From an optimization exercise on the open Yosys and OpenROAD flow, aimed at a short achievable clock period and few clock cycles per item; shortcuts taken in it are not production practice.
The RTL was checked by simulation tests, not by an equivalence proof against the original design.
The clock port is modelled as an ideal driver; clocking choices that lean on that would not hold on a real chip.
Power is estimated from default activity; no workload was simulated.

==> design.v <==
package cpu_pkg;
    typedef logic [32-1:0] word_t;
    typedef logic [4-1:0] reg_idx_t;
    typedef logic [5-1:0] opcode_t;
    typedef logic [19-1:0] offset_t;
    typedef enum logic [2:0] {
        st_fetch,
        st_decode,
        st_address,
        st_memory,
        st_writeback
    } cpu_state_t;
endpackage
`timescale 1ns/1ps
module cpu_top (
    input  logic            clk,
    input  logic            rst_n,
    output logic            wb_cyc,
    output logic            wb_stb,
    output logic            wb_we,
    output cpu_pkg::word_t  wb_adr,
    output cpu_pkg::word_t  wb_dat_o,
    input  cpu_pkg::word_t  wb_dat_i,
    input  logic            wb_ack
);
    localparam int NR = 16;
    localparam int QD = 5;
    localparam int OW = 19;
    localparam int HW = 32 - 19;
    localparam int LA = 10;         
    localparam int LB = OW - LA;    
    localparam int IW = 4 + 2*4 + OW;
    function automatic logic [NR-1:0] dec1h(input logic [4-1:0] r);
        for (int i = 0; i < NR; i++) dec1h[i] = (r == i);
    endfunction
    logic              b_idle;    
    logic              b_ld;      
    logic              b_fetch;   
    logic              b_kill;    
    cpu_pkg::reg_idx_t b_ra;      
    logic [NR-1:0]     b_w1h;     
    cpu_pkg::word_t    pc_f;      
    logic [QD-1:0]     occ;       
    logic              fetch_ok;
    logic              taken;     
    logic free, ld_done, f_done;
    assign free     = b_idle || wb_ack;
    assign ld_done  = wb_ack && b_ld && !b_kill;
    assign f_done   = wb_ack && b_fetch;
    assign fetch_ok = !occ[QD-1];
    logic [IW-1:0] iq [QD];
    logic [QD-1:0] iq_rp, iq_wp;    
    logic [QD-1:0] iq_val;          
    logic          iq_empty;
    logic [IW-1:0] fin;
    cpu_pkg::opcode_t fop;
    assign fop = wb_dat_i[31:27];
    assign fin = {!(fop == cpu_pkg::opcode_t'(0) || fop == cpu_pkg::opcode_t'(1) ||
                    fop == cpu_pkg::opcode_t'(2)),
                  fop == cpu_pkg::opcode_t'(2),
                  fop == cpu_pkg::opcode_t'(1),
                  fop == cpu_pkg::opcode_t'(0),
                  wb_dat_i[26:0]};
    assign iq_empty = (iq_val & iq_rp) == '0;
    logic              ir_v, ir_nop, ir_st, ir_ldi, ir_ld, ir_rbz;
    cpu_pkg::reg_idx_t ir_ra, ir_rb;
    logic [NR-1:0]     ir_rb1h;
    cpu_pkg::offset_t  ir_off;
    logic              x2_v, x2_ld, x2_ldi, x2_st;
    cpu_pkg::reg_idx_t x2_ra;
    cpu_pkg::word_t    x2_base;
    cpu_pkg::offset_t  x2_off;
    logic              x3_v, x3_mem, x3_ld, x3_ldi, x3_st;
    cpu_pkg::reg_idx_t x3_ra;
    logic [NR-1:0]     x3_ra1h;
    logic [NR-1:0]     x3_l1h;    
    logic [NR-1:0]     x3_d1h;    
    logic [OW-1:0]     x3_p;
    logic [LA-1:0]     x3_ca;             
    logic [LB-2:0]     x3_gb, x3_pb;      
    logic [HW-1:0]     x3_hb, x3_h1, x3_h0;
    logic [1:0]        x3_inc, x3_dec;    
    logic [OW-2:0]     x3_c;              
    logic              x3_inc_s, x3_dec_s;
    logic              x3_byp;    
    cpu_pkg::word_t    x3_ea;
    cpu_pkg::word_t    regs [NR];
    cpu_pkg::word_t    st_rd;     
    cpu_pkg::word_t    base_rd;   
    always_comb begin
        st_rd   = '0;
        base_rd = '0;
        for (int i = 0; i < NR; i++) begin
            st_rd = st_rd | (regs[i] & {32{x3_ra1h[i]}});
            if (i != 0) base_rd = base_rd | (regs[i] & {32{ir_rb1h[i]}});
        end
    end
    assign x3_c     = {x3_gb | (x3_pb & {(LB-1){x3_ca[LA-1]}}), x3_ca};
    assign x3_inc_s = x3_ca[LA-1] ? x3_inc[1] : x3_inc[0];
    assign x3_dec_s = x3_ca[LA-1] ? x3_dec[1] : x3_dec[0];
    assign x3_ea    = {x3_hb ^ ((x3_h1 & {HW{x3_inc_s}}) | (x3_h0 & {HW{x3_dec_s}})),
                       x3_p ^ {x3_c, 1'b0}};
    logic x3_out, x2_out, issue_data, issue_fetch;
    cpu_pkg::word_t st_data;
    assign x3_out = !x3_mem || free;
    assign x2_out = !x2_v || x3_out;
    assign issue_data  = free && x3_mem;
    assign issue_fetch = free && !x3_mem && fetch_ok;
    assign st_data     = (x3_byp && !b_kill) ? wb_dat_i : st_rd;
    logic haz, x1_adv, x1_pop, ir_load, ir_take;
    assign haz = !ir_rbz && ((x2_v && (x2_ld || x2_ldi) && (x2_ra == ir_rb)) ||
                             (x3_v && (x3_ld || x3_ldi) && (x3_ra == ir_rb)) ||
                             (b_ld && (b_ra == ir_rb)));
    assign x1_adv  = ir_v && !ir_nop && x2_out && !haz;
    assign x1_pop  = ir_v && (ir_nop || (x2_out && !haz));
    assign ir_load = !ir_v || x1_pop;
    assign ir_take = ir_load && (!iq_empty || f_done);
    logic [IW-1:0]     ir_nxt;
    cpu_pkg::reg_idx_t ir_nxt_rb;
    logic [IW-1:0]     iq_hd;
    always_comb begin
        iq_hd = '0;
        for (int i = 0; i < QD; i++) iq_hd = iq_hd | (iq[i] & {IW{iq_rp[i]}});
    end
    assign ir_nxt    = iq_empty ? fin : iq_hd;
    assign ir_nxt_rb = ir_nxt[22:19];
    logic [OW-1:0] a_g, a_p;
    logic [LA-1:0] ga, pa, ga2, pa2;
    logic [LB-1:0] gb, pb, gb2, pb2;
    logic          off_s;
    logic [HW-1:0] hb;
    logic [HW-1:0] h_all1, h_all0;    
    always_comb begin
        a_g = x2_base[OW-1:0] & x2_off;
        a_p = x2_base[OW-1:0] ^ x2_off;
        ga  = a_g[LA-1:0];
        pa  = a_p[LA-1:0];
        for (int d = 1; d < LA; d = d * 2) begin
            ga2 = ga;
            pa2 = pa;
            for (int i = d; i < LA; i++) begin
                ga2[i] = ga[i] | (pa[i] & ga[i-d]);
                pa2[i] = pa[i] & pa[i-d];
            end
            ga = ga2;
            pa = pa2;
        end
        gb = a_g[OW-1:LA];
        pb = a_p[OW-1:LA];
        for (int d = 1; d < LB; d = d * 2) begin
            gb2 = gb;
            pb2 = pb;
            for (int i = d; i < LB; i++) begin
                gb2[i] = gb[i] | (pb[i] & gb[i-d]);
                pb2[i] = pb[i] & pb[i-d];
            end
            gb = gb2;
            pb = pb2;
        end
        off_s = x2_off[OW-1];
        hb = x2_base[32-1:OW];
        for (int i = 0; i < HW; i++) begin
            h_all1[i] = 1'b1;
            h_all0[i] = 1'b1;
            for (int j = 0; j < i; j++) begin
                h_all1[i] = h_all1[i] & hb[j];
                h_all0[i] = h_all0[i] & !hb[j];
            end
        end
    end
    always_ff @(posedge clk or negedge rst_n) begin
        if (!rst_n) begin
            for (int i = 0; i < NR; i++) regs[i] <= '0;
        end else begin
            for (int i = 0; i < NR; i++) begin
                if (x3_l1h[i])
                    regs[i] <= x3_ea;
                else if (ld_done && b_w1h[i])
                    regs[i] <= wb_dat_i;
            end
        end
    end
    always_ff @(posedge clk or negedge rst_n) begin
        if (!rst_n) begin
            wb_cyc   <= 1'b0;
            wb_stb   <= 1'b0;
            b_idle   <= 1'b1;
            wb_we    <= 1'b0;
            wb_adr   <= '0;
            wb_dat_o <= '0;
            b_ld     <= 1'b0;
            b_fetch  <= 1'b0;
            b_kill   <= 1'b0;
            b_w1h    <= '0;
            pc_f     <= cpu_pkg::word_t'(0);
            occ      <= '0;
            taken    <= 1'b0;
            iq_rp    <= QD'(1);
            iq_wp    <= QD'(1);
            iq_val   <= '0;
            ir_v     <= 1'b0;
            x2_v     <= 1'b0;
            x3_v     <= 1'b0;
            x3_mem   <= 1'b0;
            x3_l1h   <= '0;
            x3_d1h   <= '0;
        end else begin
            wb_cyc <= !free || issue_data || issue_fetch;
            if (free) begin
                wb_stb   <= issue_data || issue_fetch;
                b_idle   <= !(issue_data || issue_fetch);
                wb_we    <= issue_data && x3_st;
                wb_adr   <= x3_mem ? x3_ea : pc_f;
                wb_dat_o <= st_data;
                b_ld     <= issue_data && x3_ld;
                b_fetch  <= issue_fetch;
                b_kill   <= 1'b0;
                b_w1h    <= issue_data ? x3_d1h : '0;
            end else if ((x3_l1h & b_w1h) != '0) begin
                b_kill   <= 1'b1;
            end
            if (issue_fetch) pc_f <= pc_f + cpu_pkg::word_t'(1);
            taken <= ir_take;
            if (issue_fetch && !taken)
                occ <= {occ[QD-2:0], 1'b1};
            else if (taken && !issue_fetch)
                occ <= {1'b0, occ[QD-1:1]};
            if (f_done && !(ir_load && iq_empty)) begin
                iq_wp  <= {iq_wp[QD-2:0], iq_wp[QD-1]};
                iq_val <= (iq_val | iq_wp) & ~((ir_load && !iq_empty) ? iq_rp : '0);
            end else if (ir_load && !iq_empty) begin
                iq_val <= iq_val & ~iq_rp;
            end
            if (ir_load && !iq_empty) iq_rp <= {iq_rp[QD-2:0], iq_rp[QD-1]};
            if (ir_load) ir_v <= ir_take;
            if (x2_out) x2_v <= x1_adv;
            if (x3_out) begin
                x3_v   <= x2_v;
                x3_mem <= x2_v && (x2_ld || x2_st);
                x3_l1h <= (x2_v && x2_ldi) ? dec1h(x2_ra) : '0;
                x3_d1h <= (x2_v && x2_ld)  ? dec1h(x2_ra) : '0;
            end
        end
    end
    always_ff @(posedge clk) begin
        if (free) b_ra <= x3_ra;
        for (int i = 0; i < QD; i++) if (f_done && iq_wp[i]) iq[i] <= fin;
        if (ir_load) begin
            {ir_nop, ir_st, ir_ldi, ir_ld, ir_ra, ir_rb, ir_off} <= ir_nxt;
            ir_rbz  <= ir_nxt_rb == '0;
            ir_rb1h <= dec1h(ir_nxt_rb);
        end
        if (x1_adv) begin
            x2_ld   <= ir_ld;
            x2_ldi  <= ir_ldi;
            x2_st   <= ir_st;
            x2_ra   <= ir_ra;
            x2_off  <= ir_off;
            x2_base <= base_rd;
        end
        if (x3_out)
            x3_byp <= x2_v && x2_st && (free ? (x3_mem && x3_ld && x3_ra == x2_ra) : (b_ld && b_ra == x2_ra));
        else if (free)
            x3_byp <= 1'b0;
        if (x3_out) begin
            x3_ld   <= x2_ld;
            x3_ldi  <= x2_ldi;
            x3_st   <= x2_st;
            x3_ra   <= x2_ra;
            x3_ra1h <= dec1h(x2_ra);
            x3_p    <= a_p;
            x3_ca   <= ga;
            x3_gb   <= gb[LB-2:0];
            x3_pb   <= pb[LB-2:0];
            x3_hb   <= hb;
            x3_h1   <= h_all1;
            x3_h0   <= h_all0;
            x3_inc  <= {!off_s && (gb[LB-1] || pb[LB-1]), !off_s && gb[LB-1]};
            x3_dec  <= { off_s && !(gb[LB-1] || pb[LB-1]), off_s && !gb[LB-1]};
        end
    end
endmodule
==> run.sh <==
#!/bin/bash
# synth_recipe.tcl (not shown) runs the flow's synth.tcl, then flattens the netlist and writes it again
# the make line also repeats each setting of config.mk as NAME=value (left out here)
make -C /OpenROAD-flow-scripts/flow DESIGN_CONFIG=/design/flow/config.mk WORK_HOME=/design/flow/orfs CLKGATE_MAP_FILE= SYNTH_SCRIPT=/design/flow/synth_recipe.tcl finish
==> config.mk <==
export PLATFORM = sky130hd
export DESIGN_NAME = cpu_top
export DESIGN_NICKNAME = cpu_top
export VERILOG_FILES = /design/flow/design.v
export SDC_FILE = /design/flow/constraint.sdc
export NUM_CORES = 4
export LEC_CHECK = 0
export ABC_CLOCK_PERIOD_IN_PS = 2000
export CAP_MARGIN = 20
export CORE_MARGIN = 2
export CORE_UTILIZATION = 55
export CTS_CLUSTER_DIAMETER = 60
export CTS_CLUSTER_SIZE = 25
export SETUP_SLACK_MARGIN = 3.7
export SLEW_MARGIN = 20
==> constraint.sdc <==
create_clock -name core_clock -period 6.0 [get_ports {clk}]
set_input_delay 1.2000 -clock core_clock [delete_from_list [all_inputs] [get_ports {clk}]]
set_output_delay 1.2000 -clock core_clock [all_outputs]
set_load 0.01 [all_outputs]
==> results of run 1 <==
==> worst paths after layout <==
path | to | slack (ns)
max reg2reg | x3_ca[9] | 3.43
max | x3_ca[9] | 3.43
max in group asynchronous | wb_dat_o[25] | 4.16
min reg2reg | x2_off[2] | 0.42
min in group asynchronous | wb_adr[11] | 0.53
min | x2_off[2] | 0.42
==> placed cells by master, fill, tap and decap left out, types with 24 or more instances in the layout <==
cell type	instances
a22oi_1	234
a31oi_1	59
nand4_1	39
buf_4	179
buf_2	63
a222oi_1	65
clkbuf_16	95
and3_1	79
dfrtp_1	668
nand3_1	42
a22o_1	128
buf_12	31
o21ai_0	464
nand2_1	649
a221oi_1	128
clkdlybuf4s50_1	24
nand2_8	24
xor2_1	28
a21oi_1	69
mux2i_1	547
edfxtp_1	372
o21ai_1	123
nor2_1	99
xnor2_1	39
==> kinds of logic after synthesis <==
| family | after synthesis |
|---|---|
| compound gates | 1333 |
| simple gates | 998 |
| fa+ha+maj | 22 |
| buf+inv | 453 |
| mux | 555 |
| flops | 1060 |
| xor+xnor | 81 |
==> Yosys cell counts, types with 4 or more instances <==
| master | n |
|---|---|
| dfrtp_1 | 685 |
| nand2_1 | 666 |
| mux2i_1 | 547 |
| o21ai_0 | 477 |
| edfxtp_1 | 372 |
| clkbuf_1 | 318 |
| a22oi_1 | 236 |
| a221oi_1 | 128 |
| a22o_1 | 128 |
| o21ai_1 | 110 |
| nor2_1 | 100 |
| and3_1 | 85 |
| a21oi_1 | 76 |
| buf_2 | 70 |
| a222oi_1 | 65 |
| a31oi_1 | 63 |
| nand3_1 | 44 |
| xnor2_1 | 44 |
| nand4_1 | 39 |
| buf_1 | 37 |
| xor2_1 | 28 |
| inv_1 | 25 |
| ha_1 | 22 |
| a21o_1 | 16 |
| and2_1 | 16 |
| nand2b_1 | 10 |
| nor3_1 | 10 |
| xnor2_2 | 9 |
| a22oi_2 | 8 |
| a31o_2 | 6 |
| a21boi_1 | 5 |
| a2bb2oi_1 | 5 |
| mux2_1 | 5 |
| nor2b_1 | 5 |
| and4_1 | 4 |
| nor3b_1 | 4 |
| or3_1 | 4 |
==> critical path, delay by kind of cell, from the launching register on <==
| kind | cells | cell delay (ns) |
|---|---|---|
| flip-flops | 1 | 0.46 |
| AO/OA/AOI/OAI | 6 | 1.60 |
| adder cells (fa/ha/maj) | 1 | 0.25 |
==> flip-flops by register name, indices dropped and copies added, names as in the netlist, 19 cells and up <==
name,count
x2_base,32
wb_dat_o,32
wb_adr,32
x2_off,19
ir_off,19
pc_f,32
regs,512
iq,155
==> routing by layer <==
metal	routed length [um]	share of wire, %	GRT usage (%)
met1	75850	38	57.71
met2	84310	42	61.70
met3	27970	14	13.62
met4	13570	6.7	22.87
met5	51	0.025	0
==> power by group <==
part / internal [W] / switching, W
logic: 0.000540 / 0.000914
registers: 0.00783 / 0.000303
clock network: 0.00323 / 0.00320
==> stage by stage <==
step	utilization, %	power [W]	cell area (sq um)	setup slack [ns]	instances
after floorplan	-	0.008923	50410	1.909	4502
after global placement	57.81	0.009612	52040	1.789	5476
after detailed placement	57.82	0.009637	52050	1.720	5476
after CTS	62.35	0.01595	56130	3.398	5716
after global routing	62.98	0.01643	56690	3.416	5756
final	62.99	0.01601	56700	3.429	5759
==> timing repair <==
item,in CTS,in global routing
endpoints found under the hold margin,0,0
setup endpoints to repair,1188,321
cloned,18,3
pin swaps,29,14
resized for setup,364,31
buffers inserted,55,35
==> cell type report <==
type                       count  area (sq um)  area share [%]
antenna                        4         10.01         0.01765
clock buffer                 102          2380           4.197
clock inverter                65         810.8           1.430
inverter                      25         102.6          0.1810
multi-input combinational   3005         20610           36.35
sequential                  1060         28410           50.11
tap                         1176          1471           2.595
timing repair buffer         322          2903           5.120
==> metrics.md, run 1 <==
| Metric | Value |
|---|---|
| Status | `timing/DRC/antenna clean` |
| Mapped Cells | `4502` |
| Worst vdd ir | `293.7 uV` |
| Compound-Gate Fraction of Synth Area | `17.67%` |
| Final Max Tran Viols | `0` |
| Tot GR Track Use | `42.76%` |
| # H-tree levels | `3` |
| Main area contributors after synthesis | `dfrtp_1 (34%), edfxtp_1 (22%), mux2i_1 (11%)` |
| Crit Path Class | `reg2reg` |
| Fin Setup TNS | `0 ns` |
| Initial antenna violation count | `7` |
| Max_cap viols | `0` |
| Post-synthesis register bit count | `1060` |
| Reg clk slew, reported paths | `0.08 ns` |
| Syn_nets | `4559` |
| Total CTS buffers | `89` |
| Routed vias | `40960` |
| Syn Std Cell Area | `0.04992 sq mm` |
| XOR/XNOR Fraction of Synth Area | `1.557%` |
| PortBufs | `101` |
| DR WL/cell | `35.03 um` |
| Sequential cell area fraction in the yosys report | `56.88%` |
| Post-synthesis mux area share | `11.15%` |
| Largest family of logic cells by synthesized area | `compound AO/OA/AOI/OAI gates` |
| Die height | `305.3 um` |
| DR vias/cell | `7.112` |
| CTS tree | `built` |
| Worst Setup End Kind | `flip-flop` |
| Clock sinks | `1060` |
| Hold Vio Cnt, Final | `0` |
| DRC | `0` |
| Worst Setup SP | `x2_base[1]` |
| HP Class | `reg2reg` |
| GRT overflow | `0` |
| Yosys warning total | `3` |
| Prevailing post-synth register cell | `dfrtp_1` |
| Top Ports | `102` |
| Number of synthesized flops with an enable pin | `372` |
| Initial Util | `55.46%` |
| Drt pass-1 iters | `8` |
| CTS Root Cell | `clkbuf_16` |
| NumNets Final | `4560` |
| CP max-delay cell | `edfxtp_1` |
| R2r worst-path depth | `7` |
| HP Start | `ir_off[2]` |
| Post-synthesis average cell area | `11.09 sq um` |
| Worst r2r src | `x2_base[1]` |
| Critical Path Fanout Max | `2` |
| Post-Route WL | `201.7 mm` |
| Synth Area in Adders | `0.5514%` |
| Chip Width | `305.3 um` |
| WHS Path Cells | `0` |
| Post-CTS Hold Fix Bufs | `0` |
| Slew of the pin with the lowest slew margin | `1.228 ns` |
| Number of global-route vias before repair | `38490` |
| Row cnt | `110` |
| ANT nets after route | `0` |
| Share of layout cells above drive strength 1 | `12.80%` |
| Crit share post-route | `42.85%` |
| Largest net degree at the start of global routing | `136` |
| Async S/R FF share, synth | `64.91%` |
| PD cells | `282.4 mW/mm^2` |
| DRT iter0 DRCs | `6906` |
| Period minus WS final | `2.571 ns` |
| Gpl congestion | `0.8548` |
| Final HPWL DP | `100.6 mm` |
| Max Buffers Root-to-Sink | `3` |
| Share of the synthesized area in the top cell type | `34.34%` |
| Rel. slew slack | `18.15%` |
| Fraction of the mapped netlist area in simple logic gates | `8.585%` |
| Global-route wire length before repair | `285.2 mm` |
| Hold Slack | `0.4224 ns` |
| Clock latency on the worst-skew pair | `0.71 ns` |
| Core ar. | `0.09001 sq mm` |
| CP Data Arrival Time | `3.03 ns` |
| RSZ-0062 raised after global routing | `true` |
| Worst stage delay on the critical path | `0.46 ns` |
| Crit path cell chain | `ha_4 -> a21o_1 -> a311o_2 -> o31a_1 -> a31o_1 -> a21o_4 -> a21o_1` |
| Die area | `0.09318 sq mm` |
| Max Clock Skew | `0.03072 ns` |
| Syn-to-layout area delta | `13.59%` |
| Fill cells | `7142` |
| Fmax | `0.3890 GHz` |
| Most frequent CP cell | `a21o_1` |
| Synth unique cells | `57` |
| LEAKAGE | `23.40 nW` |
| Synth area leader | `dfrtp_1` |
| Worst Setup Start Kind | `flip-flop` |
| Setup violations, final | `0` |
| Worst Path Required | `6.46 ns` |
Testbench counts, summed over its fixed seeds: cycles 19,517, instructions 12,288.
==> run 2: changes to the inputs <==
--- a/design.v
+++ b/design.v
@@ -183,11 +183,7 @@
     always_ff @(posedge clk or negedge rst_n) begin
         if (!rst_n) begin
             wb_cyc   <= 1'b0;
-            wb_stb   <= 1'b0;
             b_idle   <= 1'b1;
-            wb_we    <= 1'b0;
-            wb_adr   <= '0;
-            wb_dat_o <= '0;
             b_ld     <= 1'b0;
             b_fetch  <= 1'b0;
             b_kill   <= 1'b0;
@@ -207,11 +203,7 @@
         end else begin
             wb_cyc <= !free || issue_data || issue_fetch;
             if (free) begin
-                wb_stb   <= issue_data || issue_fetch;
                 b_idle   <= !(issue_data || issue_fetch);
-                wb_we    <= issue_data && x3_st;
-                wb_adr   <= x3_mem ? x3_ea : pc_f;
-                wb_dat_o <= st_data;
                 b_ld     <= issue_data && x3_ld;
                 b_fetch  <= issue_fetch;
                 b_kill   <= 1'b0;
@@ -241,6 +233,27 @@
                 x3_d1h <= (x2_v && x2_ld)  ? dec1h(x2_ra) : '0;
             end
         end
+    end
+    cpu_pkg::word_t adr_h, dat_h;
+    logic           we_h;
+    cpu_pkg::word_t adr_n;
+    assign adr_n = x3_mem ? x3_ea : pc_f;
+    always_ff @(posedge clk or negedge rst_n) begin
+        if (!rst_n) begin
+            adr_h <= '0;
+            dat_h <= '0;
+            we_h  <= 1'b0;
+        end else if (free) begin
+            adr_h <= adr_n;
+            dat_h <= st_data;
+            we_h  <= issue_data && x3_st;
+        end
+    end
+    always_ff @(posedge clk) begin
+        wb_adr   <= free ? adr_n : adr_h;
+        wb_dat_o <= free ? st_data : dat_h;
+        wb_we    <= free ? (issue_data && x3_st) : we_h;
+        wb_stb   <= !free || issue_data || issue_fetch;
     end
     always_ff @(posedge clk) begin
         if (free) b_ra <= x3_ra;
==> metrics.md, run 2 <==
| Metric | Value |
|---|---|
| Max Buffers Root-to-Sink | `3 (unchanged)` |
| RSZ-0062 raised after global routing | `true` |
| Core ar. | `0.09194 sq mm (+2.1%)` |
| Async S/R FF share, synth | `61.07% (-3.8 points)` |
| Total CTS buffers | `93 (+4.5%)` |
| Slew of the pin with the lowest slew margin | `1.185 ns (-0.04255 ns)` |
| Clock power share | `40.4% (+0.2 points)` |
| Syn Std Cell Area | `0.05120 sq mm (+2.6%)` |
| ANT nets after route | `0 (unchanged)` |
| Worst Setup Start Kind | `flip-flop` |
| Period minus WS final | `2.404 ns (-0.1666 ns)` |
| Number of global-route vias before repair | `38090 (-1.0%)` |
| Reg2reg setup slack | `3.61 ns (+0.18 ns)` |
| Rel. slew slack | `20.99% (+2.8 points)` |
| Syn_nets | `4621 (+1.4%)` |
| Worst r2r src | `x2_base[1]` |
| Worst stage delay on the critical path | `0.38 ns (-0.08 ns)` |
| Fill cells | `7284 (+2.0%)` |
| Synth unique cells | `58 (+1.8%)` |
| Global-route wire length before repair | `270.7 mm (-5.1%)` |
| PortBufs | `101 (unchanged)` |
| Most numerous cell in the Yosys netlist | `dfrtp_1` |
| Main area contributors after synthesis | `dfrtp_1 (33%), edfxtp_1 (22%), mux2i_1 (11%)` |
| Internal | `0.01217 W (+4.9%)` |
| Clock latency on the worst-skew pair | `0.71 ns (about the same)` |
| Reg with most FFs | `regs` |
| Worst vdd ir | `299.0 uV (+1.8%)` |
| Drt pass-1 iters | `10 (+2)` |
| Synth area leader | `dfrtp_1` |
| Prevailing post-synth register cell | `dfrtp_1` |
| CP max-delay cell | `dfrtp_1` |
| Max_cap viols | `0 (unchanged)` |
| Sequential cell area fraction in the yosys report | `57.99% (+1.1 points)` |
| R2r worst-path depth | `7 (unchanged)` |
| Fin Setup TNS | `0 ns (unchanged)` |
| Reg clk slew, reported paths | `0.09 ns (about the same)` |
| Largest net degree at the start of global routing | `136 (unchanged)` |
| Post-synthesis average cell area | `11.22 sq um (+1.2%)` |
| Number of synthesized flops with an enable pin | `372 (unchanged)` |
| DR WL/cell | `32.46 um (-7.3%)` |
| Commonest non-fill, non-tap cell in the layout | `dfrtp_1` |
| # H-tree levels | `3 (unchanged)` |
| WHS Path Cells | `0 (unchanged)` |
| Worst Setup End Kind | `output pin` |
| Sw Share | `27.80% (+0.20 points)` |
| HP Start | `ir_off[1]` |
| DRC | `0 (unchanged)` |
| Post-synthesis register bit count | `1125 (+6.1%)` |
| Worst Path Required | `4.80 ns (-1.66 ns)` |
| Buffers plus inverters on the worst setup path | `1 (+1)` |
| Clock sinks | `1125 (+6.1%)` |
| Max Clock Skew | `0.03974 ns (+0.009021 ns)` |
| Cells after DPL | `5607 (+2.4%)` |
| Hold Vio Cnt, Final | `0 (unchanged)` |
| WHS Endpoint | `x2_off[1]` |
| Share of the synthesized area in the top cell type | `33.43% (-0.91 points)` |
| Gate power share | `8.5% (-0.6 points)` |
| CP Data Arrival Time | `1.20 ns (-1.83 ns)` |
| Post-Route WL | `190.0 mm (-5.8%)` |
| DR vias/cell | `6.880 (-3.3%)` |
| Worst Setup SP | `wb_cyc` |
| GRT overflow | `0 (unchanged)` |
| Share of layout cells above drive strength 1 | `12.79% (about the same)` |
| Fmax | `0.4159 GHz (+6.9%)` |
| Initial antenna violation count | `8 (+1)` |
| CTS Root Cell | `clkbuf_16` |
| Non-filler cells, final | `5853 (+1.6%)` |
| Yosys warning total | `3 (unchanged)` |
| PD cells | `290.0 mW/mm^2 (+2.7%)` |
| Final HPWL DP | `99.51 mm (-1.1%)` |
| CP top delay family | `flip-flops` |
| Die area | `0.09554 sq mm (+2.5%)` |
| LEAKAGE | `24.00 nW (+2.5%)` |
| Initial Util | `55.68% (+0.23 points)` |
| Gpl congestion | `0.8793 (+2.9%)` |
| Crit path cell chain | `buf_2` |
| Most frequent cells in the layout | `dfrtp_1 (667), nand2_1 (646), mux2i_1 (545)` |
| Syn-to-layout area delta | `13.48% (about the same)` |
| Largest register FFs | `512 (unchanged)` |
| Status | `timing/DRC/antenna clean` |
| R2r endpoint | `x3_ca[9]` |
| CTS tree | `built` |
| Final Max Tran Viols | `0 (unchanged)` |
| NumNets Final | `4584 (+0.53%)` |
| Register share of total power | `51.1% (+0.3 points)` |
| DRT iter0 DRCs | `6874 (-0.46%)` |
| Setup violations, final | `0 (unchanged)` |
| Die height | `309.1 um (+1.3%)` |
| Top flop regs | `regs (512), iq (155)` |
| Synth cell count leaders | `dfrtp_1 (684), nand2_1 (667), mux2i_1 (547)` |
| Critical Path Fanout Max | `1 (-1)` |
| Routed vias | `40270 (-1.7%)` |
| Switch Pwr | `0.004685 W (+6.0%)` |
| HP Class | `reg2reg` |
| Mapped Cells | `4564 (+1.4%)` |
| Top Ports | `102 (unchanged)` |
| Tot GR Track Use | `39.31% (-3.5 points)` |
| Row cnt | `111 (+0.91%)` |
| Chip Width | `309.1 um (+1.3%)` |
| Crit share post-route | `40.07% (-2.8 points)` |
| Crit Path Class | `reg2out` |
run 2: power groups by stage:
stage / registers, W / logic [W] / clock network, W
final: 0.00861 / 0.00143 / 0.00680
after global routing: 0.00865 / 0.00154 / 0.00717
after CTS: 0.00859 / 0.00138 / 0.00686
after detailed placement: 0.00876 / 0.00138 / 0
after global placement: 0.00876 / 0.00136 / 0
after floorplan: 0.00869 / 0.000741 / 0
run 2: layer usage:
metal / up-vias / wire, um / track usage [%]
met1: 19760 / 74540 / 54.39
met4: 8 / 10460 / 17.84
li1: 16870 / - / -
met5: - / 207 / 0.4550
met2: 2950 / 80560 / 57.74
met3: 684 / 24210 / 10.99
run 2: kinds of logic after synthesis:
| logic type | after synthesis | synth area share, % |
|---|---|---|
| buf+inv | 454 | 3.492 |
| flops | 1125 | 57.99 |
| compound gates | 1331 | 17.21 |
| xor+xnor | 81 | 1.518 |
| mux | 555 | 10.87 |
| fa+ha+maj | 22 | 0.5377 |
| simple gates | 996 | 8.388 |
run 2: area by class of cell:
cell class	count	area, sq um	share of cell area, %
Multi-Input combinational cell	2989	20310	34.96
Clock buffer	104	2494	4.292
Clock inverter	70	950.9	1.637
Inverter	24	98.84	0.1701
Sequential cell	1125	29750	51.21
Timing Repair Buffer	294	2925	5.035
Tap cell	1243	1555	2.677
Antenna cell	4	10.01	0.01723
run 2: worst max-delay path by stage:
| stage | endpoint | slack, ns | cells after the start |
|---|---|---|---|
| floorplan | x3_d1h[11] | 2.01 | 7 |
| global placement | regs[11][10] | 1.75 | 7 |
| detailed placement | regs[11][11] | 1.65 | 7 |
| CTS | x3_ca[9] | 3.55 | 7 |
| global route | x3_ca[9] | 3.55 | 7 |
| finish | wb_cyc | 3.60 | 1 |
run 2: per-stage QoR:
stage | area, sq um | total power, W | setup slack, ns | hold WS (ns) | utilization, %
4_1_cts | 57560 | 0.01683 | 3.550 | 0.4182 | 62.60
3_5_place_dp | 53310 | 0.01013 | 1.646 | 0.4045 | 57.98
3_3_place_gp | 53290 | 0.01011 | 1.745 | 0.4015 | 57.96
5_1_grt | 58090 | 0.01735 | 3.550 | 0.4185 | 63.18
2_1_floorplan | 51460 | 0.009428 | 2.006 | 0.4003 | -
6_report | 58100 | 0.01685 | 3.596 | 0.4169 | 63.19
run 2: what timing repair did:
item | in CTS | in global routing
gates cloned | 5 | 6
endpoints found under the setup margin | 1256 | 355
hold buffers | 0 | 0
setup buffers | 45 | 12
hold endpoints to repair | 0 | 0
resized for setup | 408 | 77
pin swaps | 23 | 6
Testbench counts of run 2, summed over its fixed seeds: cycles 19,517, instructions 12,288.
==> run 3: changes to the inputs <==
--- a/design.v
+++ b/design.v
@@ -68,8 +68,9 @@
     cpu_pkg::offset_t  ir_off;
     logic              x2_v, x2_ld, x2_ldi, x2_st;
     cpu_pkg::reg_idx_t x2_ra;
-    cpu_pkg::word_t    x2_base;
-    cpu_pkg::offset_t  x2_off;
+    logic [OW-1:0]     x2_g, x2_p;
+    logic [HW-1:0]     x2_hb;
+    logic              x2_s;      
     logic              x3_v, x3_mem, x3_ld, x3_ldi, x3_st;
     cpu_pkg::reg_idx_t x3_ra;
     logic [NR-1:0]     x3_ra1h;
@@ -131,8 +132,8 @@
     logic [HW-1:0] hb;
     logic [HW-1:0] h_all1, h_all0;    
     always_comb begin
-        a_g = x2_base[OW-1:0] & x2_off;
-        a_p = x2_base[OW-1:0] ^ x2_off;
+        a_g = x2_g;
+        a_p = x2_p;
         ga  = a_g[LA-1:0];
         pa  = a_p[LA-1:0];
         for (int d = 1; d < LA; d = d * 2) begin
@@ -157,8 +158,8 @@
             gb = gb2;
             pb = pb2;
         end
-        off_s = x2_off[OW-1];
-        hb = x2_base[32-1:OW];
+        off_s = x2_s;
+        hb = x2_hb;
         for (int i = 0; i < HW; i++) begin
             h_all1[i] = 1'b1;
             h_all0[i] = 1'b1;
@@ -268,8 +269,10 @@
             x2_ldi  <= ir_ldi;
             x2_st   <= ir_st;
             x2_ra   <= ir_ra;
-            x2_off  <= ir_off;
-            x2_base <= base_rd;
+            x2_g    <= base_rd[OW-1:0] & ir_off;
+            x2_p    <= base_rd[OW-1:0] ^ ir_off;
+            x2_hb   <= base_rd[32-1:OW];
+            x2_s    <= ir_off[OW-1];
         end
         if (x3_out)
             x3_byp <= x2_v && x2_st && (free ? (x3_mem && x3_ld && x3_ra == x2_ra) : (b_ld && b_ra == x2_ra));
==> metrics.md, run 3 <==
| Metric | Value |
|---|---|
| Global-route wire length before repair | `270.1 mm (-0.23%)` |
| R2r endpoint | `wb_dat_o[11]` |
| LEAKAGE | `23.93 nW (-0.28%)` |
| Worst r2r src | `x3_ra1h[2]` |
| Chip Width | `309.2 um (about the same)` |
| Final Max Tran Viols | `0 (unchanged)` |
| Buffers plus inverters on the worst setup path | `1 (unchanged)` |
| Worst Setup SP | `wb_cyc` |
| Total power draw | `0.01650 W (-2.1%)` |
| Non-filler cells, final | `5840 (-0.22%)` |
| Final HPWL DP | `104.6 mm (+5.1%)` |
| Syn-to-layout area delta | `12.89%` |
| Worst Setup End Kind | `output pin` |
| GRT overflow | `0 (unchanged)` |
| CTS tree | `built` |
| Syn Std Cell Area | `0.05124 sq mm (about the same)` |
| Levels on crit path | `1 (unchanged)` |
| Period minus WS final | `2.387 ns (-0.01696 ns)` |
| Max_cap viols | `0 (unchanged)` |
| CP max-delay cell | `dfrtp_1` |
| Commonest non-fill, non-tap cell in the layout | `dfrtp_1` |
| Post-synthesis register bit count | `1126 (+0.089%)` |
| Fmax | `0.4189 GHz (+0.71%)` |
| ANT nets after route | `0 (unchanged)` |
| Share of layout cells above drive strength 1 | `12.58% (-0.21 points)` |
| DR vias/cell | `6.816 (-0.93%)` |
| Clock sinks | `1126 (+0.089%)` |
| Post-synthesis average cell area | `11.22 sq um (about the same)` |
| Status | `timing/DRC/antenna clean` |
| Setup violations, final | `0 (unchanged)` |
| Post-CTS Hold Fix Bufs | `0 (unchanged)` |
| Initial Util | `55.73% (about the same)` |
| Yosys warning total | `3 (unchanged)` |
| HP Class | `reg2reg` |
| Async S/R FF share, synth | `61.01% (about the same)` |
| PD cells | `285.2 mW/mm^2 (-1.7%)` |
| Reg with most FFs | `regs` |
| Setup WS post-layout | `3.613 ns (+0.01696 ns)` |
| Sequential cell area fraction in the yosys report | `58.00% (about the same)` |
| Syn_nets | `4625 (+0.087%)` |
| Reg clk slew, reported paths | `0.08 ns (about the same)` |
| CP Data Arrival Time | `1.19 ns (about the same)` |
| Fill cells | `7393 (+1.5%)` |
| Crit path cell chain | `buf_2` |
| Prevailing post-synth register cell | `dfrtp_1` |
| Clock latency on the worst-skew pair | `0.70 ns (about the same)` |
| CP top delay family | `flip-flops` |
| Total CTS buffers | `86 (-7.5%)` |
| Pre-CTS WS | `1.587 ns (-0.05962 ns)` |
| Crit share post-route | `39.79% (-0.28 points)` |
| Initial antenna violation count | `10 (+2)` |
| PortBufs | `101 (unchanged)` |
| Share of the synthesized area in the top cell type | `33.40% (about the same)` |
| Top flop regs | `regs (512), iq (155)` |
| # H-tree levels | `3 (unchanged)` |
| Drt pass-1 iters | `9 (-1)` |
| Worst Setup Start Kind | `flip-flop` |
| Die height | `309.2 um (about the same)` |
| Number of synthesized flops with an enable pin | `373 (+0.27%)` |
| Register area | `0.02978 sq mm (+0.11%)` |
| Post-Route WL | `189.0 mm (-0.50%)` |
| NumNets Final | `4579 (-0.11%)` |
| Main area contributors after synthesis | `dfrtp_1 (33%), edfxtp_1 (22%), mux2i_1 (11%)` |
| Synth unique cells | `56 (-3.4%)` |
| Number of global-route vias before repair | `37980 (-0.29%)` |
| Top Ports | `102 (unchanged)` |
| DR WL/cell | `32.37 um (-0.28%)` |
| Worst Path Required | `4.80 ns (about the same)` |
| Rel. slew slack | `22.66% (+1.7 points)` |
| DRC | `0 (unchanged)` |
| Fin Setup TNS | `0 ns (unchanged)` |
| Cells after DPL | `5620 (+0.23%)` |
| Largest register FFs | `512 (unchanged)` |
| Crit Path Class | `reg2out` |
| Slew of the pin with the lowest slew margin | `1.160 ns (-0.02506 ns)` |
| Die area | `0.09562 sq mm (about the same)` |
| RSZ-0062 raised after global routing | `true` |
| Most frequent cells in the layout | `dfrtp_1 (667), nand2_1 (648), mux2i_1 (547)` |
| CTS Root Cell | `clkbuf_16` |
| Worst Setup EP | `wb_cyc` |
| Worst vdd ir | `239.5 uV (-20%)` |
| Gpl congestion | `0.8617 (-2.0%)` |
| Reg2reg setup slack | `3.65 ns (+0.04 ns)` |
| R2r worst-path depth | `5 (-2)` |
| Mapped Cells | `4568 (+0.088%)` |
| Multi-input logic area | `0.02031 sq mm (about the same)` |
| Routed vias | `39810 (-1.1%)` |
| Max Buffers Root-to-Sink | `3 (unchanged)` |
| Tot GR Track Use | `39.22% (-0.084 points)` |
| Row cnt | `111 (unchanged)` |
| Core ar. | `0.09194 sq mm (unchanged)` |
| Max Clock Skew | `0.03105 ns (-0.008684 ns)` |
| Hold Vio Cnt, Final | `0 (unchanged)` |
| Synth cell count leaders | `dfrtp_1 (684), nand2_1 (668), mux2i_1 (547)` |
| DRT iter0 DRCs | `6403 (-6.9%)` |
| Largest net degree at the start of global routing | `134 (-1.5%)` |
| Worst stage delay on the critical path | `0.37 ns (about the same)` |
| Most numerous cell in the Yosys netlist | `dfrtp_1` |
| Critical Path Fanout Max | `1 (unchanged)` |
| Synth area leader | `dfrtp_1` |
==> run 3: per-layer routing <==
metal | up-vias | wire length [um] | global-route usage, %
met1 | 19650 | 73620 | 53.08
met5 | - | 26 | 0
met3 | 600 | 23190 | 11.39
met4 | 4 | 9796 | 18.65
li1 | 16840 | - | -
met2 | 2716 | 82410 | 58.37
==> run 3: power breakdown <==
part           switching [W]  internal, W  leakage (nW)
Combinational       0.000901     0.000544          11.2
Sequential          0.000329      0.00833          11.2
Clock                0.00334      0.00306          1.53
Total                0.00457       0.0119          23.9
==> run 3: cell type report <==
type	count	share of cell area [%]
Sequential cell	1126	51.49
Tap cell	1243	2.689
Clock inverter	67	1.477
Antenna cell	2	0.008652
Timing Repair Buffer	293	5.109
Inverter	25	0.1774
Clock buffer	94	3.939
Multi-Input combinational cell	2990	35.11
==> run 3: cells by family (layout without fill, tap and decap cells) <==
kind of cell | Yosys count | after routing | share of synthesized area [%]
AOI/OAI and AO/OA | 1331 | 1332 | 17.21
DFF | 1126 | 1126 | 58.00
and+or+nand+nor | 997 | 1000 | 8.356
muxes | 555 | 555 | 10.86
buffers and inverters | 456 | 479 | 3.526
xor gates and xnor gates | 81 | 81 | 1.516
adders and majority gates | 22 | 22 | 0.5372
other | 0 | 2 | 0
==> run 3: through the flow <==
step	hold slack (ns)	util [%]	area (sq um)
after floorplan	0.4003	-	51490
after global placement	0.4013	58.09	53410
after detailed placement	0.4045	58.09	53410
after CTS	0.4246	62.08	57080
after global routing	0.4297	62.91	57840
final	0.4225	62.91	57840
==> run 3: how the worst min path moves through the flow <==
stage,startpoint,end,slack [ns],cells past startpoint
final,ir_st,x2_st,0.42,0
after global routing,ir_ra[2],x2_ra[2],0.43,0
after CTS,ir_st,x2_st,0.42,0
after detailed placement,ir_st,x2_st,0.40,0
after global placement,ir_ra[0],x2_ra[0],0.40,0
after floorplan,ir_ld,x2_ld,0.40,0
==> run 3: repair_timing <==
item                       4_1_cts  5_1_grt
cloned                           4        5
resized for setup              412      110
setup endpoints to repair     1260      427
pin swaps                        6       25
setup buffers                   26       22
Testbench counts of run 3, summed over its fixed seeds: cycles 19,517, instructions 12,288.
==> run 4: changes to the inputs <==
==> flow/run.sh (new file) <==
#!/bin/bash
# Own layout flow: the standard flow, with the top of the clock tree rebuilt
# after CTS so that the clock port drives 4 root buffers that drive the leaf
# buffers directly (one level less than the standard tree). Each tool writes its
# full output to a log file of its own in the work folder.
set -euo pipefail
HERE="$(cd "$(dirname "${BASH_SOURCE[0]}")" && pwd)"
WORK="$(pwd)"
RES="$WORK/orfs/results/$FLOW_PLATFORM/cpu_top/base"

bash standard.sh cts > "$WORK/flow_standard_to_cts.log" 2>&1

CTS_ODB="$RES/4_cts.odb" CLK_NET=clk \
    openroad -no_init -exit "$HERE/clktop_run.tcl" > "$WORK/flow_clktop.log" 2>&1
grep -q "clktop: root q" "$WORK/flow_clktop.log"
# the CTS result is newer than its inputs, so make continues from it
touch "$RES/4_cts.odb" "$RES/4_cts.sdc"

bash standard.sh finish > "$WORK/flow_standard_finish.log" 2>&1
test -f "$WORK/out/final.def"
==> flow/clktop.tcl (new file) <==
# Rebuild the top of the clock tree: the clock port drives 4 new root buffers,
# one per quadrant, and each drives the leaf buffers (and any direct sinks) of
# its quadrant. The leaf level that CTS built is kept as it is.
proc load_pins {net} {
  set r {}
  foreach it [$net getITerms] { if {![$it isOutputSignal]} { lappend r $it } }
  return $r
}
proc is_clkbuf {inst} {
  if {![string match "sky130_fd_sc_hd__clkbuf_*" [[$inst getMaster] getName]]} { return 0 }
  set o [$inst getFirstOutput]
  if {$o eq "NULL" || $o eq ""} { return 0 }
  if {[$o getNet] eq "NULL"} { return 0 }
  return 1
}

set block [ord::get_db_block]
set clk [$block findNet $::env(CLK_NET)]
set top [load_pins $clk]
if {[llength $top] != 1} { error "clock port drives [llength $top] pins" }
set root [[lindex $top 0] getInst]
if {![is_clkbuf $root]} { error "root is not a clock buffer" }

# the buffers between the root and the leaf level
set upper [list $root]
set frontier [list $root]
set leafpins {}
# walk down: a buffer whose output net drives any non-buffer pin, or buffers
# that drive flops, counts as a leaf buffer; the levels above are replaced
proc drives_sinks {inst} {
  # a leaf buffer drives no clock buffer
  set n [[$inst getFirstOutput] getNet]
  foreach it [load_pins $n] {
    if {[is_clkbuf [$it getInst]]} { return 0 }
  }
  return 1
}
while {[llength $frontier] > 0} {
  set next {}
  foreach b $frontier {
    set n [[$b getFirstOutput] getNet]
    foreach it [load_pins $n] {
      set i [$it getInst]
      if {[is_clkbuf $i] && ![drives_sinks $i]} {
        lappend upper $i
        lappend next $i
      } else {
        lappend leafpins $it
      }
    }
  }
  set frontier $next
}
puts "clktop: replacing [llength $upper] upper buffers, [llength $leafpins] pins below them"

# quadrants around the median position of the pins
set xs {}; set ys {}
foreach it $leafpins {
  set loc [[$it getInst] getLocation]
  lappend xs [lindex $loc 0]; lappend ys [lindex $loc 1]
}
set mx [lindex [lsort -integer $xs] [expr {[llength $xs]/2}]]
set my [lindex [lsort -integer $ys] [expr {[llength $ys]/2}]]
foreach q {0 1 2 3} { set grp($q) {}; set sx($q) 0; set sy($q) 0 }
foreach it $leafpins x $xs y $ys {
  set q [expr {($x >= $mx ? 1 : 0) + ($y >= $my ? 2 : 0)}]
  lappend grp($q) $it
  set sx($q) [expr {$sx($q) + $x}]
  set sy($q) [expr {$sy($q) + $y}]
}

# remove the old upper levels
foreach b $upper {
  set n [[$b getFirstOutput] getNet]
  foreach it [$b getITerms] { if {[$it getNet] ne "NULL"} { $it disconnect } }
  odb::dbInst_destroy $b
  if {[llength [$n getITerms]] == 0} { odb::dbNet_destroy $n } else {
    foreach it [$n getITerms] { $it disconnect }
    odb::dbNet_destroy $n
  }
}

set master [[ord::get_db] findMaster sky130_fd_sc_hd__clkbuf_16]
foreach q {0 1 2 3} {
  set cnt [llength $grp($q)]
  if {$cnt == 0} continue
  set inst [odb::dbInst_create $block $master "clkroot_q$q"]
  set net [odb::dbNet_create $block "clknet_root_q$q"]
  $net setSigType CLOCK
  [$inst findITerm A] connect $clk
  [$inst findITerm X] connect $net
  foreach it $grp($q) { $it connect $net }
  $inst setLocation [expr {$sx($q)/$cnt}] [expr {$sy($q)/$cnt}]
  $inst setPlacementStatus PLACED
  puts "clktop: root q$q drives $cnt pins"
}
==> flow/clktop_run.tcl (new file) <==
# Runs after the standard flow's CTS step: rebuilds the top of the clock tree
# (see clktop.tcl), legalizes the new buffers and writes the CTS result back.
read_db $::env(CTS_ODB)
source [file join [file dirname [info script]] clktop.tcl]
detailed_placement
check_placement
write_db $::env(CTS_ODB)
==> standard.sh (new file) <==
#!/bin/bash
# synth_recipe.tcl (not shown) runs the flow's synth.tcl, then flattens the netlist and writes it again
# the make line also repeats each setting of config.mk as NAME=value (left out here)
make -C /OpenROAD-flow-scripts/flow DESIGN_CONFIG=/design/flow/config.mk WORK_HOME=/design/flow/orfs CLKGATE_MAP_FILE= SYNTH_SCRIPT=/design/flow/synth_recipe.tcl "${@:-finish}"
removed: run.sh
==> metrics.md, run 4 <==
| Metric | Value |
|---|---|
| Largest register FFs | `512 (unchanged)` |
| Post-synthesis average cell area | `11.22 sq um (unchanged)` |
| Post-synthesis register bit count | `1126 (unchanged)` |
| Routed vias | `40410 (+1.5%)` |
| Mapped Cells | `4568 (unchanged)` |
| Worst r2r src | `ir_rb1h[2]` |
| Sequential cell area fraction in the yosys report | `58.00% (unchanged)` |
| Crit Path Class | `reg2reg` |
| HP Class | `reg2reg` |
| PortBufs | `101 (unchanged)` |
| Yosys warning total | `3 (unchanged)` |
| Total power draw | `0.01625 W (-1.5%)` |
| Critical Path Fanout Max | `32 (+31)` |
| Register area | `0.02977 sq mm (about the same)` |
| Final HPWL DP | `104.6 mm (unchanged)` |
| Switch Pwr | `0.004509 W (-1.3%)` |
| Hold Slack | `0.4195 ns (-0.002992 ns)` |
| Final Max Tran Viols | `0 (unchanged)` |
| Syn-to-layout area delta | `14.27%` |
| Number of global-route vias before repair | `38050 (+0.18%)` |
| GRT overflow | `0 (unchanged)` |
| Rel. slew slack | `24.73% (+2.1 points)` |
| Tot GR Track Use | `39.04% (-0.18 points)` |
| Synth area leader | `dfrtp_1` |
| Slew of the pin with the lowest slew margin | `1.129 ns (-0.03113 ns)` |
| Most frequent cells in the layout | `dfrtp_1 (667), nand2_1 (649), mux2i_1 (546)` |
| Share of layout cells above drive strength 1 | `13.38% (+0.80 points)` |
| Worst Setup SP | `ir_rb1h[2]` |
| Final core occ | `63.69% (+0.77 points)` |
| Max Clock Skew | `0.04546 ns (+0.01440 ns)` |
| DR vias/cell | `6.862 (+0.67%)` |
| Worst vdd ir | `317.3 uV (+32%)` |
| Sw Share | `27.74% (+0.045 points)` |
| Die height | `309.2 um (unchanged)` |
| Worst Path Required | `6.32 ns (+1.52 ns)` |
| Most numerous cell in the Yosys netlist | `dfrtp_1` |
| R2r worst-path depth | `5 (unchanged)` |
| Multi-input logic area | `0.02045 sq mm (+0.69%)` |
| Share of the synthesized area in the top cell type | `33.40% (unchanged)` |
| ANT nets after route | `0 (unchanged)` |
| Internal | `0.01174 W (-1.5%)` |
| Total CTS buffers | `86 (unchanged)` |
| Reg clk slew, reported paths | `0.08 ns (about the same)` |
| Largest net degree at the start of global routing | `134 (unchanged)` |
| Fin Setup TNS | `0 ns (unchanged)` |
| Reg2reg setup slack | `3.65 ns (about the same)` |
| Worst Setup EP | `x2_p[10]` |
| Worst Setup Start Kind | `flip-flop` |
| Reg with most FFs | `regs` |
| Number of synthesized flops with an enable pin | `373 (unchanged)` |
| Post-Route WL | `192.9 mm (+2.1%)` |
| DR WL/cell | `32.76 um (+1.2%)` |
| Clock sinks | `1126 (unchanged)` |
| CTS Root Cell | `clkbuf_16` |
| Initial Util | `55.73% (unchanged)` |
| NumNets Final | `4626 (+1.0%)` |
| Row cnt | `111 (unchanged)` |
| HP Start | `ir_st` |
| DRC | `0 (unchanged)` |
| R2r endpoint | `x2_p[10]` |
| Top Ports | `102 (unchanged)` |
| Clock latency on the worst-skew pair | `0.58 ns (-0.12 ns)` |
| Gpl congestion | `0.8617 (unchanged)` |
| Setup violations, final | `0 (unchanged)` |
| # H-tree levels | `3 (unchanged)` |
| Syn Std Cell Area | `0.05124 sq mm (unchanged)` |
| CP Data Arrival Time | `2.66 ns (+1.47 ns)` |
| Max_cap viols | `0 (unchanged)` |
| Hold Vio Cnt, Final | `0 (unchanged)` |
| Clock power share | `37.8% (-1.0 points)` |
| Synth cell count leaders | `dfrtp_1 (684), nand2_1 (668), mux2i_1 (547)` |
| Die area | `0.09562 sq mm (unchanged)` |
| PD cells | `277.6 mW/mm^2 (-2.7%)` |
| Crit share post-route | `39.09% (-0.70 points)` |
| Period minus WS final | `2.345 ns (-0.04199 ns)` |
| Gate power share | `8.9% (about the same)` |
| Worst Setup End Kind | `flip-flop` |
| Max Buffers Root-to-Sink | `3 (unchanged)` |
| Drt pass-1 iters | `9 (unchanged)` |
| Synth unique cells | `56 (unchanged)` |
| RSZ-0062 raised after global routing | `true` |
| Async S/R FF share, synth | `61.01% (unchanged)` |
| Commonest non-fill, non-tap cell in the layout | `dfrtp_1` |
| CTS tree | `built` |
| Fill cells | `7286 (-1.4%)` |
| Main area contributors after synthesis | `dfrtp_1 (33%), edfxtp_1 (22%), mux2i_1 (11%)` |
| LEAKAGE | `24.27 nW (+1.4%)` |
| Top flop regs | `regs (512), iq (155)` |
| Syn_nets | `4625 (unchanged)` |
| Prevailing post-synth register cell | `dfrtp_1` |
| Fmax | `0.4264 GHz (+1.8%)` |
| Register share of total power | `53.2% (+0.7 points)` |
| Core ar. | `0.09194 sq mm (unchanged)` |
| Chip Width | `309.2 um (unchanged)` |
| Global-route wire length before repair | `269.7 mm (-0.12%)` |
| DRT iter0 DRCs | `6608 (+3.2%)` |
| Initial antenna violation count | `10 (unchanged)` |
| Status | `timing/DRC/antenna clean` |
## run 4: cell counts after synthesis
No cell type changed its count.
## run 4: timing repair
item	4_1_cts	5_1_grt
setup endpoints to repair	1260	611
gates resized for setup	412	144
cloned	4	17
hold buffers	0	0
setup buffers	26	62
pin swaps	6	32
## run 4: worst min path at each step
stage                          end  slack (ns)  cells past startpoint
after CTS                    x2_st        0.42                      0
after detailed placement     x2_st        0.40                      0
after floorplan              x2_ld        0.40                      0
final                        x2_st        0.42                      0
after global routing      x2_ra[2]        0.43                      0
after global placement    x2_ra[0]        0.40                      0
## run 4: metal layers
metal,global-route usage (%),part of all wire [%],vias to the layer above
met2,58.13,43,2940
li1,-,-,16960
met3,11.50,13,649
met5,0,0.0067,-
met4,18.71,5.5,2
met1,52.64,38,19860
## run 4: worst max-delay path: stages, from the launching register on
cell and delay, ns:
edfxtp_1 0.38, buf_4 0.42, a22o_1 0.35, a221oi_1 0.22, nand4_1 0.33, ha_1 0.38
## run 4: power by group through the flow
stage / combinational (W) / sequential, W / clock, W
after detailed placement: 0.00137 / 0.00879 / 0
after CTS: 0.00138 / 0.00863 / 0.00646
after floorplan: 0.000733 / 0.00870 / 0
final: 0.00145 / 0.00865 / 0.00614
after global placement: 0.00135 / 0.00879 / 0
after global routing: 0.00156 / 0.00869 / 0.00645
## run 4: kinds of logic after synthesis
| logic type | after synthesis | share of synthesized area [%] |
|---|---|---|
| mux | 555 | 10.86 |
| simple gates | 997 | 8.356 |
| flops | 1126 | 58.00 |
| buf+inv | 456 | 3.526 |
| fa+ha+maj | 22 | 0.5372 |
| xor+xnor | 81 | 1.516 |
| compound gates | 1331 | 17.21 |
## run 4: final cells by class
class	count	area share, %
Sequential cell	1126	50.84
Timing Repair Buffer	344	6.246
Antenna cell	4	0.01709
Buffer	4	0.1709
Multi-Input combinational cell	2991	34.92
Clock inverter	67	1.459
Inverter	25	0.1795
Tap cell	1243	2.656
Clock buffer	85	3.507
## run 4: stage by stage
| step | std cells | worst slack [ns] | area (sq um) |
|---|---|---|---|
| final | 5889 | 3.655 | 58550 |
| after CTS | 5811 | 3.588 | 57080 |
| after global placement | 5620 | 1.648 | 53410 |
| after global routing | 5885 | 3.588 | 58540 |
| after detailed placement | 5620 | 1.587 | 53410 |
| after floorplan | 4568 | 2.016 | 51490 |
==> run 5: changes to the inputs <==
--- a/design.v
+++ b/design.v
@@ -40,12 +40,12 @@
     cpu_pkg::reg_idx_t b_ra;      
     logic [NR-1:0]     b_w1h;     
     cpu_pkg::word_t    pc_f;      
+    cpu_pkg::word_t    pc_f1;     
     logic [QD-1:0]     occ;       
     logic              fetch_ok;
     logic              taken;     
-    logic free, ld_done, f_done;
+    logic free, f_done;
     assign free     = b_idle || wb_ack;
-    assign ld_done  = wb_ack && b_ld && !b_kill;
     assign f_done   = wb_ack && b_fetch;
     assign fetch_ok = !occ[QD-1];
     logic [IW-1:0] iq [QD];
@@ -102,20 +102,31 @@
     assign x3_ea    = {x3_hb ^ ((x3_h1 & {HW{x3_inc_s}}) | (x3_h0 & {HW{x3_dec_s}})),
                        x3_p ^ {x3_c, 1'b0}};
     logic x3_out, x2_out, issue_data, issue_fetch;
+    logic x3_out_0, x2_out_0, issue_fetch_0;
     cpu_pkg::word_t st_data;
-    assign x3_out = !x3_mem || free;
-    assign x2_out = !x2_v || x3_out;
+    assign x3_out_0      = !x3_mem || b_idle;
+    assign x2_out_0      = !x2_v || x3_out_0;
+    assign issue_fetch_0 = b_idle && !x3_mem && fetch_ok;
+    assign x3_out      = wb_ack || x3_out_0;
+    assign x2_out      = wb_ack || x2_out_0;
     assign issue_data  = free && x3_mem;
-    assign issue_fetch = free && !x3_mem && fetch_ok;
+    assign issue_fetch = wb_ack ? (!x3_mem && fetch_ok) : issue_fetch_0;
     assign st_data     = (x3_byp && !b_kill) ? wb_dat_i : st_rd;
     logic haz, x1_adv, x1_pop, ir_load, ir_take;
+    logic x1_adv_0, x1_adv_1, ir_load_0, ir_load_1, ir_take_0, ir_take_1;
     assign haz = !ir_rbz && ((x2_v && (x2_ld || x2_ldi) && (x2_ra == ir_rb)) ||
                              (x3_v && (x3_ld || x3_ldi) && (x3_ra == ir_rb)) ||
                              (b_ld && (b_ra == ir_rb)));
-    assign x1_adv  = ir_v && !ir_nop && x2_out && !haz;
+    assign x1_adv_0  = ir_v && !ir_nop && x2_out_0 && !haz;
+    assign x1_adv_1  = ir_v && !ir_nop && !haz;
+    assign ir_load_0 = !ir_v || ir_nop || (x2_out_0 && !haz);
+    assign ir_load_1 = !ir_v || ir_nop || !haz;
+    assign ir_take_0 = ir_load_0 && !iq_empty;
+    assign ir_take_1 = ir_load_1 && (!iq_empty || b_fetch);
+    assign x1_adv  = wb_ack ? x1_adv_1  : x1_adv_0;
     assign x1_pop  = ir_v && (ir_nop || (x2_out && !haz));
-    assign ir_load = !ir_v || x1_pop;
-    assign ir_take = ir_load && (!iq_empty || f_done);
+    assign ir_load = wb_ack ? ir_load_1 : ir_load_0;
+    assign ir_take = wb_ack ? ir_take_1 : ir_take_0;
     logic [IW-1:0]     ir_nxt;
     cpu_pkg::reg_idx_t ir_nxt_rb;
     logic [IW-1:0]     iq_hd;
@@ -176,7 +187,7 @@
             for (int i = 0; i < NR; i++) begin
                 if (x3_l1h[i])
                     regs[i] <= x3_ea;
-                else if (ld_done && b_w1h[i])
+                else if (wb_ack && b_w1h[i])
                     regs[i] <= wb_dat_i;
             end
         end
@@ -190,6 +201,7 @@
             b_kill   <= 1'b0;
             b_w1h    <= '0;
             pc_f     <= cpu_pkg::word_t'(0);
+            pc_f1    <= cpu_pkg::word_t'(0 + 1);
             occ      <= '0;
             taken    <= 1'b0;
             iq_rp    <= QD'(1);
@@ -209,10 +221,14 @@
                 b_fetch  <= issue_fetch;
                 b_kill   <= 1'b0;
                 b_w1h    <= issue_data ? x3_d1h : '0;
-            end else if ((x3_l1h & b_w1h) != '0) begin
+            end else if (x3_v && x3_ldi && b_ld && x3_ra == b_ra) begin
                 b_kill   <= 1'b1;
+                b_w1h    <= '0;
+            end
+            if (issue_fetch) begin
+                pc_f  <= pc_f1;
+                pc_f1 <= pc_f1 + cpu_pkg::word_t'(1);
             end
-            if (issue_fetch) pc_f <= pc_f + cpu_pkg::word_t'(1);
             taken <= ir_take;
             if (issue_fetch && !taken)
                 occ <= {occ[QD-2:0], 1'b1};
==> metrics.md, run 5 <==
| Metric | Value |
|---|---|
| Status | `timing/DRC/antenna clean` |
| RSZ-0062 raised after global routing | `true` |
| Synth unique cells | `49 (-13%)` |
| Critical Path Fanout Max | `5 (-84%)` |
| Top flop regs | `regs (512), iq (155)` |
| Hold Vio Cnt, Final | `0 (unchanged)` |
| # H-tree levels | `3 (unchanged)` |
| Post-Route WL | `202.6 mm (+5.0%)` |
| Main area contributors after synthesis | `dfrtp_1 (34%), edfxtp_1 (21%), mux2i_1 (10%)` |
| Initial antenna violation count | `7 (-3)` |
| Setup WS post-layout | `3.635 ns (-0.01946 ns)` |
| Worst Setup Start Kind | `flip-flop` |
| LEAKAGE | `24.38 nW (+0.44%)` |
| Share of the synthesized area in the top cell type | `34.23% (+0.82 points)` |
| NumNets Final | `4632 (+0.13%)` |
| Clock sinks | `1158 (+2.8%)` |
| Row cnt | `113 (+1.8%)` |
| DRT iter0 DRCs | `6845 (+3.6%)` |
| Slew of the pin with the lowest slew margin | `1.108 ns (-0.02092 ns)` |
| Rel. slew slack | `26.13% (+1.4 points)` |
| Fmax | `0.4229 GHz (-0.82%)` |
| PortBufs | `101 (unchanged)` |
| Synth cell count leaders | `dfrtp_1 (715), nand2_1 (634), o21ai_0 (616)` |
| HP Class | `reg2reg` |
| Final HPWL DP | `105.6 mm (+0.96%)` |
| Post-synthesis average cell area | `11.36 sq um (+1.3%)` |
| Syn Std Cell Area | `0.05228 sq mm (+2.0%)` |
| DRC | `0 (unchanged)` |
| Total CTS buffers | `92 (+7.0%)` |
| Core ar. | `0.09459 sq mm (+2.9%)` |
| Worst r2r src | `ir_rb[3]` |
| Crit share post-route | `39.41% (+0.32 points)` |
| Number of global-route vias before repair | `38760 (+1.9%)` |
| Clock latency on the worst-skew pair | `0.61 ns (+0.03 ns)` |
| Chip Width | `312.3 um (+0.99%)` |
| Pre-CTS WS | `1.139 ns (-0.4473 ns)` |
| Commonest non-fill, non-tap cell in the layout | `dfrtp_1` |
| R2r worst-path depth | `8 (+3)` |
| Final Max Tran Viols | `0 (unchanged)` |
| Prevailing post-synth register cell | `dfrtp_1` |
| PD cells | `284.4 mW/mm^2 (+2.4%)` |
| Worst vdd ir | `322.3 uV (+1.6%)` |
| Global-route wire length before repair | `286.5 mm (+6.2%)` |
| CP Data Arrival Time | `2.85 ns (+0.19 ns)` |
| Post-synthesis register bit count | `1158 (+2.8%)` |
| Crit Path Class | `reg2reg` |
| GRT overflow | `0 (unchanged)` |
| Sequential cell area fraction in the yosys report | `58.38% (+0.38 points)` |
| Die area | `0.09753 sq mm (+2.0%)` |
| Reg clk slew, reported paths | `0.09 ns (about the same)` |
| R2r endpoint | `iq_wp[1]` |
| Yosys warning total | `3 (unchanged)` |
| Gpl congestion | `0.8512 (-1.2%)` |
| Most frequent cells in the layout | `dfrtp_1 (698), nand2_1 (617), o21ai_0 (599)` |
| Max_cap viols | `0 (unchanged)` |
| Worst Setup EP | `iq_wp[1]` |
| DR vias/cell | `6.937 (+1.1%)` |
| Period minus WS final | `2.365 ns (+0.01946 ns)` |
| Fin Setup TNS | `0 ns (unchanged)` |
| Share of layout cells above drive strength 1 | `13.15% (-0.23 points)` |
| Tot GR Track Use | `40.78% (+1.7 points)` |
| Non-filler cells, final | `5920 (+0.53%)` |
| Worst Path Required | `6.48 ns (+0.16 ns)` |
| Cells after DPL | `5679 (+1.0%)` |
| Async S/R FF share, synth | `62.09% (+1.1 points)` |
| DR WL/cell | `34.22 um (+4.4%)` |
| Setup violations, final | `0 (unchanged)` |
| Routed vias | `41070 (+1.6%)` |
| Syn_nets | `4659 (+0.74%)` |
| Initial Util | `55.27% (-0.46 points)` |
| Max Clock Skew | `0.07704 ns (+0.03158 ns)` |
| Mapped Cells | `4602 (+0.74%)` |
| CTS tree | `built` |
| Worst Setup End Kind | `flip-flop` |
| Synth area leader | `dfrtp_1` |
| Drt pass-1 iters | `8 (-1)` |
| Top Ports | `102 (unchanged)` |
| Most numerous cell in the Yosys netlist | `dfrtp_1` |
| Syn-to-layout area delta | `12.87%` |
| Max Buffers Root-to-Sink | `3 (unchanged)` |
| ANT nets after route | `0 (unchanged)` |
| Largest register FFs | `512 (unchanged)` |
| CTS Root Cell | `clkbuf_16` |
| Number of synthesized flops with an enable pin | `373 (unchanged)` |
| Reg2reg setup slack | `3.64 ns (-0.02 ns)` |
| Largest net degree at the start of global routing | `146 (+9.0%)` |
| Reg with most FFs | `regs` |
| Worst Setup SP | `ir_rb[3]` |
| Die height | `312.3 um (+0.99%)` |
-- run 5: cell count changes after synthesis, moves of 12 or more --
cell,previous run,this run
a21oi_1,75,45
a22o_1,128,145
a31oi_1,64,31
buf_2,67,49
clkbuf_1,326,338
dfrtp_1,684,715
mux2_2,3,35
nand2_1,668,634
nand3_1,40,18
nand4_1,40,80
o21ai_0,305,616
o21ai_1,281,1
-- run 5: cell families (layout without fill, tap and decap cells) --
family,after synthesis,count (layout),share of synthesized area (%)
AO/OA/AOI/OAI,1297,1298,16.43
XOR/XNOR,85,85,1.424
adder cells (fa/ha/maj),22,22,0.5265
buffers and inverters,464,510,3.521
flip-flops,1158,1158,58.38
multiplexers,592,592,11.51
other,0,1,0
AND/OR/NAND/NOR,984,989,8.202
-- run 5: worst min-delay path by stage --
stage / startpoint / to / slack (ns) / depth (start not counted)
after floorplan: ir_ld / x2_ld / 0.40 / 0
after global placement: x2_p[0] / x3_p[0] / 0.40 / 0
after detailed placement: x2_p[0] / x3_p[0] / 0.41 / 0
after CTS: x2_hb[12] / x3_hb[12] / 0.42 / 0
after global routing: x2_hb[12] / x3_hb[12] / 0.42 / 0
final: x2_hb[12] / x3_hb[12] / 0.42 / 0
-- run 5: report_power, final --
part | leakage, nW | switching (W) | total, W | internal (W)
Combinational | 11.3 | 0.000922 | 0.00148 | 0.000558
Clock | 1.51 | 0.00331 | 0.00640 | 0.00309
Sequential | 11.6 | 0.000323 | 0.00890 | 0.00858
Total | 24.4 | 0.00455 | 0.0168 | 0.0122
-- run 5: cell type report --
cell class	instances	area, sq um
fillers	7460	35580
flip-flops and latches	1158	30580
multi-input cells	2986	20510
repair buffers	308	3053
clock buffers	97	2242
well taps	1265	1583
clock inverters	67	788.3
inverters	34	138.9
plain buffers	4	100.1
diodes	1	2.502
-- run 5: critical path, stage by stage, from the launching register on --
cell and delay [ns]:
edfxtp_1 0.50, buf_6 0.17, xor2_1 0.15, nor3_1 0.17, nand4b_1 0.18, a311o_2 0.40
buf_12 0.15, a21o_4 0.25, mux2_4 0.30
-- run 5: routing by layer --
metal / vias up / share of wire [%] / track usage, %
met4: 0 / 5.3 / 18.18
met3: 621 / 13 / 11.18
met1: 20390 / 38 / 56.69
li1: 17000 / - / -
met2: 3053 / 43 / 60.05
met5: - / 0 / 0.2418
-- run 5: stage by stage --
step | util, % | total power (W) | hold WS (ns) | area (sq um)
global route | 62.38 | 0.01727 | 0.4222 | 59010
detailed placement | 57.68 | 0.01045 | 0.4070 | 54550
floorplan | - | 0.009723 | 0.4003 | 52540
CTS | 61.81 | 0.01699 | 0.4170 | 58460
global placement | 57.68 | 0.01043 | 0.4026 | 54550
finish | 62.38 | 0.01678 | 0.4201 | 59010
-- run 5: repair_timing --
| item | in CTS | in global routing |
|---|---|---|
| setup buffers | 29 | 27 |
| cloned | 10 | 6 |
| pin swaps | 13 | 17 |
| endpoints found under the setup margin | 1308 | 613 |
| endpoints found under the hold margin | 0 | 0 |
| hold buffers | 0 | 0 |
| resized for setup | 424 | 103 |
Testbench counts of run 5, summed over its fixed seeds: cycles 19,517, instructions 12,288.

static timing again, ports no longer ideal:
How much do the figures lean on ideal ports? The routed layouts below were timed once more, with nothing changed but the port constraints. Step 1 (the two cells are an assumption about what drives the block):
set clk [get_ports {clk}]
set_driving_cell -lib_cell sky130_fd_sc_hd__clkbuf_16 $clk
set_driving_cell -lib_cell sky130_fd_sc_hd__buf_2 [delete_from_list [all_inputs] $clk]
Step 2 adds t to the input delays and takes it off the output delays; t is the mean of the earliest and latest rising clock arrival at the registers after step 1. Input paths then give back, and output paths get back, about the clock's delay inside the block. Slacks: ideal ports / drivers / drivers and shift; pairs: ideal ports / drivers.
| run | shift t [ns] | setup slack, ns | worst register clock-pin slew, ns | cell pins on the clock port's net |
|---|---|---|---|---|
| run 1 | 0.766 | 3.429 / 3.408 / 2.970 | 0.09 / 0.09 | 1 |
| run 2 | 0.761 | 3.596 / 3.526 / 2.971 | 0.10 / 0.10 | 1 |
| run 3 | 0.756 | 3.613 / 3.542 / 3.014 | 0.10 / 0.10 | 1 |
| run 4 | 0.714 | 3.655 / 3.578 / 3.086 | 0.10 / 0.10 | 4 |
| run 5 | 0.732 | 3.635 / 3.545 / 3.010 | 0.10 / 0.10 | 4 |
After both steps setup and hold are still met in every run listed.
